Background: an optimization exercise with open tools, aiming at small area. Do not read the settings as production practice. The RTL was checked by simulation tests, not by an equivalence proof against the original design. Power is estimated from default activity; no workload was simulated.

==> module cache, before the edit <==
module cache (
    input  logic         clk,
    input  logic         proc_reset,
    input  logic         proc_read,
    input  logic         proc_write,
    input  logic [29:0]  proc_addr,
    input  logic [31:0]  proc_wdata,
    output logic         proc_stall,
    output logic [31:0]  proc_rdata,
    input  logic [127:0] mem_rdata,
    input  logic         mem_ready,
    output logic         mem_read,
    output logic         mem_write,
    output logic [27:0]  mem_addr,
    output logic [127:0] mem_wdata
);
    logic wb_q, al_q;
    logic [127:0] data_q [8];
    logic [24:0]  tag_q  [8];
    logic [7:0]   valid_q;
    logic [7:0]   dirty_q;
    logic [24:0] atag;
    logic [2:0]  idx;
    logic [1:0]  off;
    assign atag = proc_addr[29:5];
    assign idx  = proc_addr[4:2];
    assign off  = proc_addr[1:0];
    logic [7:0] sel;
    logic [3:0] wsel;
    always_comb begin
        for (int i = 0; i < 8; i++) sel[i] = (idx == 3'(i));
        for (int w = 0; w < 4; w++) wsel[w] = (off == 2'(w));
    end
    logic [127:0] cur_line;
    logic [24:0]  cur_tag;
    logic         cur_valid, cur_dirty;
    logic [8:0]   tsel;
    assign tsel = {al_q, sel & {8{~al_q}}};
    for (genvar b = 0; b < 128; b++) begin : g_line
        cache_ao8 u_mux (
            .s (sel),
            .d ({data_q[7][b], data_q[6][b], data_q[5][b], data_q[4][b],
                 data_q[3][b], data_q[2][b], data_q[1][b], data_q[0][b]}),
            .y (cur_line[b])
        );
    end
    for (genvar b = 0; b < 25; b++) begin : g_tag
        cache_ao9 u_mux (
            .s (tsel),
            .d ({atag[b],
                 tag_q[7][b], tag_q[6][b], tag_q[5][b], tag_q[4][b],
                 tag_q[3][b], tag_q[2][b], tag_q[1][b], tag_q[0][b]}),
            .y (cur_tag[b])
        );
    end
    cache_ao8 u_valid (.s(sel), .d(valid_q), .y(cur_valid));
    cache_ao8 u_dirty (.s(sel), .d(dirty_q), .y(cur_dirty));
    for (genvar b = 0; b < 32; b++) begin : g_word
        cache_ao4 u_mux (
            .s (wsel),
            .d ({cur_line[96+b], cur_line[64+b], cur_line[32+b], cur_line[b]}),
            .y (proc_rdata[b])
        );
    end
    logic req, idle, hit, fill, wword;
    assign req   = proc_read | proc_write;
    assign idle  = ~wb_q & ~al_q;
    assign hit   = cur_valid & (cur_tag == atag);
    assign fill  = al_q & mem_ready;
    assign wword = idle & proc_write & hit;
    assign proc_stall = wb_q | al_q | (req & ~hit);
    assign mem_write  = wb_q;
    assign mem_read   = al_q;
    assign mem_addr   = {cur_tag, idx};
    assign mem_wdata  = cur_line;
    always_ff @(posedge clk) begin
        if (!proc_reset) begin
            wb_q <= 1'b0;
            al_q <= 1'b0;
        end else begin
            wb_q <= (idle & req & ~hit & cur_valid & cur_dirty) | (wb_q & ~mem_ready);
            al_q <= (idle & req & ~hit & ~(cur_valid & cur_dirty)) | (wb_q & mem_ready) | (al_q & ~mem_ready);
        end
    end
    always_ff @(posedge clk) begin
        if (!proc_reset) begin
            valid_q <= '0;
            dirty_q <= '0;
        end else begin
            for (int i = 0; i < 8; i++) begin
                if (sel[i] & fill) begin
                    valid_q[i] <= 1'b1;
                    dirty_q[i] <= 1'b0;
                end else if (sel[i] & wword) begin
                    dirty_q[i] <= 1'b1;
                end
            end
        end
    end
    logic [127:0] wdata;
    assign wdata = al_q ? mem_rdata : {4{proc_wdata}};
    logic [3:0] wr;
    logic [3:0] den   [8];
    logic [3:0] den_n [8];
    logic [7:0] ten, ten_n;
    always_comb begin
        for (int w = 0; w < 4; w++) wr[w] = fill | (wword & wsel[w]);
    end
    for (genvar i = 0; i < 8; i++) begin : g_en
        for (genvar w = 0; w < 4; w++) begin : g_word
            cache_en u_en (.line_sel(sel[i]), .word_wr(wr[w]), .en(den[i][w]), .en_n(den_n[i][w]));
        end
        cache_en u_ten (.line_sel(sel[i]), .word_wr(fill), .en(ten[i]), .en_n(ten_n[i]));
    end
    logic [127:0] data_d [8];
    logic [24:0]  tag_d  [8];
    for (genvar i = 0; i < 8; i++) begin : g_set
        for (genvar b = 0; b < 128; b++) begin : g_data
            cache_hold u_hold (
                .en   (den[i][b/32]),
                .en_n (den_n[i][b/32]),
                .d    (wdata[b]),
                .q    (data_q[i][b]),
                .nxt  (data_d[i][b])
            );
        end
        for (genvar b = 0; b < 25; b++) begin : g_tag
            cache_hold u_hold (
                .en   (ten[i]),
                .en_n (ten_n[i]),
                .d    (atag[b]),
                .q    (tag_q[i][b]),
                .nxt  (tag_d[i][b])
            );
        end
    end
    always_ff @(posedge clk) begin
        for (int i = 0; i < 8; i++) begin
            data_q[i] <= data_d[i];
            tag_q[i]  <= tag_d[i];
        end
    end
endmodule
==> flow/config.mk <==
export PLATFORM = sky130hd
export DESIGN_NAME = cache
export DESIGN_NICKNAME = cache
export VERILOG_FILES = /design/flow/design.v
export SDC_FILE = /design/flow/constraint.sdc
export NUM_CORES = 4
export LEC_CHECK = 0
export CAP_MARGIN = 10
export CORE_MARGIN = 2
export CORE_UTILIZATION = 70
export CTS_BUF_LIST = sky130_fd_sc_hd__clkbuf_8
export CTS_CLUSTER_DIAMETER = 60
export CTS_CLUSTER_SIZE = 16
export SLEW_MARGIN = 10
export SYNTH_HIERARCHICAL = 1
==> flow/constraint.sdc <==
create_clock -name core_clock -period 6.0 [get_ports {clk}]
set_input_delay 1.2000 -clock core_clock [delete_from_list [all_inputs] [get_ports {clk}]]
set_output_delay 1.2000 -clock core_clock [all_outputs]
set_load 0.01 [all_outputs]
standard.sh (not shown) runs the stock make flow with config.mk's settings and CLKGATE_MAP_FILE= SYNTH_SCRIPT=/design/flow/synth_recipe.tcl, a recipe that flattens the netlist after the stock synthesis.
==> flow/flow/run.sh <==
#!/bin/bash
# The standard layout, with two changes to how it is built:
# - every input and output port still gets its own buffer, but a buf_1
#   rather than the delay cell buffer_ports picks by default;
# - clock tree synthesis clusters more flip-flops per leaf buffer and does
#   not add dummy loads to balance the tree.
set -euo pipefail
export BUFFER_PORTS_ARGS="-buffer_cell sky130_fd_sc_hd__buf_1"
export CTS_ARGS="-sink_clustering_enable -repair_clock_nets -dont_use_dummy_load -sink_clustering_size 16 -sink_clustering_max_diameter 60 -buf_list {sky130_fd_sc_hd__clkbuf_8}"
bash standard.sh > standard.log 2>&1
Then changed:
--- a/flow/design.v
+++ b/flow/design.v
@@ -161,31 +161,31 @@
             end
         end
     end
     logic [127:0] wdata;
     assign wdata = al_q ? mem_rdata : {4{proc_wdata}};
     logic [3:0] wr;
-    logic [3:0] den   [8];
-    logic [3:0] den_n [8];
+    logic [7:0] den   [8];
+    logic [7:0] den_n [8];
     logic [7:0] ten, ten_n;
     always_comb begin
         for (int w = 0; w < 4; w++) wr[w] = fill | (wword & wsel[w]);
     end
     for (genvar i = 0; i < 8; i++) begin : g_en
-        for (genvar w = 0; w < 4; w++) begin : g_word
-            cache_en u_en (.line_sel(sel[i]), .word_wr(wr[w]), .en(den[i][w]), .en_n(den_n[i][w]));
+        for (genvar h = 0; h < 8; h++) begin : g_half
+            cache_en u_en (.line_sel(sel[i]), .word_wr(wr[h/2]), .en(den[i][h]), .en_n(den_n[i][h]));
         end
         cache_en u_ten (.line_sel(sel[i]), .word_wr(fill), .en(ten[i]), .en_n(ten_n[i]));
     end
     logic [127:0] data_d [8];
     logic [24:0]  tag_d  [8];
     for (genvar i = 0; i < 8; i++) begin : g_set
         for (genvar b = 0; b < 128; b++) begin : g_data
             cache_hold u_hold (
-                .en   (den[i][b/32]),
-                .en_n (den_n[i][b/32]),
+                .en   (den[i][b/16]),
+                .en_n (den_n[i][b/16]),
                 .d    (wdata[b]),
                 .q    (data_q[i][b]),
                 .nxt  (data_d[i][b])
             );
         end
         for (genvar b = 0; b < 25; b++) begin : g_tag
- register-to-register slack gets better by 0.09 ns
- global-route usage drops by 5.2 points
- setup slack gets worse by 0.027 ns
- total power drops by 1.8%
- die area climbs by 0.72%
- clock-buffer cell count does not change
- cell area is about the same

[afterwards: timing with drivers on the ports]
Ports are ideal in the flow. The routed layouts listed here were re-timed in OpenROAD.
Step 1 (the two cells are an assumption about what drives the block):
set clk [get_ports {clk}]
set_driving_cell -lib_cell sky130_fd_sc_hd__clkbuf_16 $clk
set_driving_cell -lib_cell sky130_fd_sc_hd__buf_2 [delete_from_list [all_inputs] $clk]
Step 2 also shifts input and output timing later by t, the mid clock arrival at the registers, as if the neighbouring blocks saw the same clock.
Three values: ideal, step 1, step 2; two values: the first two.
| run | shift t [ns] | slack for setup (ns) | worst slew at a driven data input, ns |
|---|---|---|---|
| the first run | 0.798 | 0.215 / 0.160 / 0.049 | 0.16 |
| the second run | 0.782 | 0.189 / 0.166 / -0.261 | 0.08 |
With both steps, setup timing fails in the second run, where it was met with ideal ports. The setup slack of the second run, which loses most, moves by -0.023 ns with the drivers and by -0.450 ns with both steps.
